What follows belongs to an exercise in optimizing a design on an open flow for small area, a short achievable clock period and few clock cycles per item; a production flow would make more cautious choices. At most, simulation tests tie the RTL to the original design; equivalence was not proved.

## sha_256_stream_core
module sha_256_stream_core #(
  parameter int ROUNDS_PER_CYCLE = 1,
  parameter bit ENABLE_SHA224 = 1
) (
  input  logic         clk,
  input  logic         rst,
  input  logic         ena,
  input  logic [511:0] input_data,
  input  logic         input_valid,
  input  logic         input_first,
  input  logic         input_last,
  input  logic         mode_224,
  output logic         input_ready,
  output logic [255:0] output_hash,
  output logic         output_valid,
  input  logic         output_ready
);
Size: roughly 6100 cells after synthesis, roughly 1100 flip-flops, ~780 I/O pins.
Settings: LEC_CHECK=0, CAP_MARGIN=20, CORE_MARGIN=2, CORE_UTILIZATION=60, CTS_CLUSTER_DIAMETER=90, CTS_CLUSTER_SIZE=25, GPL_ROUTABILITY_DRIVEN=0, SETUP_SLACK_MARGIN=5, SLEW_MARGIN=20, SYNTH_HIERARCHICAL=1; clock period 9.5 ns.
standard.sh (not shown) runs the stock make flow with config.mk's settings and CLKGATE_MAP_FILE= SYNTH_SCRIPT=/design/flow/synth_recipe.tcl, a recipe that flattens the netlist after the stock synthesis.
==> flow/flow/run.sh <==
#!/bin/bash
# The standard layout (standard synthesis, floorplan, placement, CTS, routing), except that
# the input and output ports are buffered with sky130_fd_sc_hd__buf_1 instead of the delay
# buffer buffer_ports picks by default.
set -euo pipefail
bash standard.sh "BUFFER_PORTS_ARGS=-buffer_cell sky130_fd_sc_hd__buf_1" finish > orfs_make.log 2>&1
Testbench counts at the start, summed over its fixed seeds: cycles 39,942, blocks 614.
Rerun with:
--- a/flow/config.mk
+++ b/flow/config.mk
@@ -8,8 +8,7 @@
 export CAP_MARGIN = 20
 export CORE_MARGIN = 2
-export CORE_UTILIZATION = 60
+export CORE_UTILIZATION = 55
 export CTS_CLUSTER_DIAMETER = 90
 export CTS_CLUSTER_SIZE = 25
-export GPL_ROUTABILITY_DRIVEN = 0
 export SETUP_SLACK_MARGIN = 5
 export SLEW_MARGIN = 20
Result:
- The changed run ran to the end with no violations
- fmax went up by about 1.6%
- die area went up by 9.0%
- core utilization went down by 4.9 points
- design area went up by 1.1%
- via count went down by about 0.9%

---

Another version of the RTL of sha_256_stream_core (not shown whole).
For scale: roughly 5600 cells after synthesis, roughly 780 I/O pins, ~56000 um^2 of cells after synthesis.
// sha_256_stream_core
module sha_256_stream_core #(
  parameter int ROUNDS_PER_CYCLE = 1,
  parameter bit ENABLE_SHA224 = 1
) (
  input  logic         clk,
  input  logic         rst,
  input  logic         ena,
  input  logic [511:0] input_data,
  input  logic         input_valid,
  input  logic         input_first,
  input  logic         input_last,
  input  logic         mode_224,
  output logic         input_ready,
  output logic [255:0] output_hash,
  output logic         output_valid,
  input  logic         output_ready
);
clock: 9.5 ns
lec_check: 0
cap_margin: 20
core_margin: 2
core_utilization: 55
setup_slack_margin: 5
slew_margin: 20
run.sh (not shown) runs the stock make flow with config.mk's settings and CLKGATE_MAP_FILE= SYNTH_SCRIPT=/design/flow/synth_recipe.tcl, a recipe that flattens the netlist after the stock synthesis.
Stock flow here: none of the scripts above is used.
The starting point completed without violations.
Next try:
==> flow/flow/run.sh (new file) <==
#!/bin/bash
# The standard layout (standard synthesis, floorplan, placement, CTS, routing), except that
# the input and output ports are buffered with sky130_fd_sc_hd__buf_1 instead of the delay
# buffer buffer_ports picks by default.
set -euo pipefail
bash standard.sh "BUFFER_PORTS_ARGS=-buffer_cell sky130_fd_sc_hd__buf_1" finish > orfs_make.log 2>&1
==> flow/standard.sh (new file) <==
#!/bin/bash
# synth_recipe.tcl (not shown) runs the flow's synth.tcl, then flattens the netlist and writes it again
# the make line also repeats each setting of config.mk as NAME=value (left out here)
make -C /OpenROAD-flow-scripts/flow DESIGN_CONFIG=/design/flow/config.mk WORK_HOME=/design/flow/orfs CLKGATE_MAP_FILE= SYNTH_SCRIPT=/design/flow/synth_recipe.tcl "${@:-finish}"
removed: flow/run.sh
Cell area went down by about 6%.
Worst hold slack improved by 0.012 ns.
Global-route usage increases by 0.16 points.
Wire length goes up by 0.96%.
Final cell count hardly moves.
Sequential share of layout area goes up by 2.1 points.
Core utilization falls by 4.4 points.
Setup slack loses 0.20 ns.
Synthesized area stays the same.
Non-clock buffer count increases by 1.
Next try:
==> flow/run.sh (new file) <==
#!/bin/bash
# synth_recipe.tcl (not shown) runs the flow's synth.tcl, then flattens the netlist and writes it again
# the make line also repeats each setting of config.mk as NAME=value (left out here)
make -C /OpenROAD-flow-scripts/flow DESIGN_CONFIG=/design/flow/config.mk WORK_HOME=/design/flow/orfs CLKGATE_MAP_FILE= SYNTH_SCRIPT=/design/flow/synth_recipe.tcl finish
CORE_UTILIZATION = 40   (was 55)
removed: flow/flow/run.sh
removed: flow/standard.sh
Result: Global-route usage drops by 12 points. Clock-buffer cell count climbs by 4. Cell area climbs by a little under a tenth. Critical path depth climbs by 1. Fmax climbs slightly. Clock skew drops by 0.048 ns. Die area climbs by well over a third.
No functional check of the RTL was part of any run of this note.

port drivers added, routing unchanged:
Ports are ideal in the flow. The routed layouts listed here were re-timed in OpenROAD. Step 1 sets driving cells, clkbuf_16 on the clock port and buf_2 on the other inputs (assumed; they add their load-dependent delay and slew). Step 2, shift: input delay + t, output delay - t, t = (earliest + latest rising clock arrival at the registers) / 2. This alone moves slack from input paths to output paths. Three values: ideal, step 1, step 2; two values: the first two.
| run | t (ns) | slack for setup (ns) | worst register clock-pin slew, ns |
|---|---|---|---|
| the first run of note 1 | 0.758 | 4.905 / 4.905 / 4.905 | 0.11 / 0.11 |
| the second run of note 1 | 0.791 | 4.976 / 4.976 / 4.976 | 0.11 / 0.11 |
| the first run of note 2 | 0.789 | 4.737 / 4.737 / 4.575 | 0.07 / 0.07 |
| the second run of note 2 | 0.800 | 4.535 / 4.535 / 4.535 | 0.07 / 0.07 |
| the third run of note 2 | 0.834 | 4.576 / 4.576 / 4.576 | 0.07 / 0.07 |
After both steps every run listed still meets setup and hold. The setup slack of the first run of note 2, which loses most, moves by 0.000 ns with the drivers and by -0.162 ns with both steps.
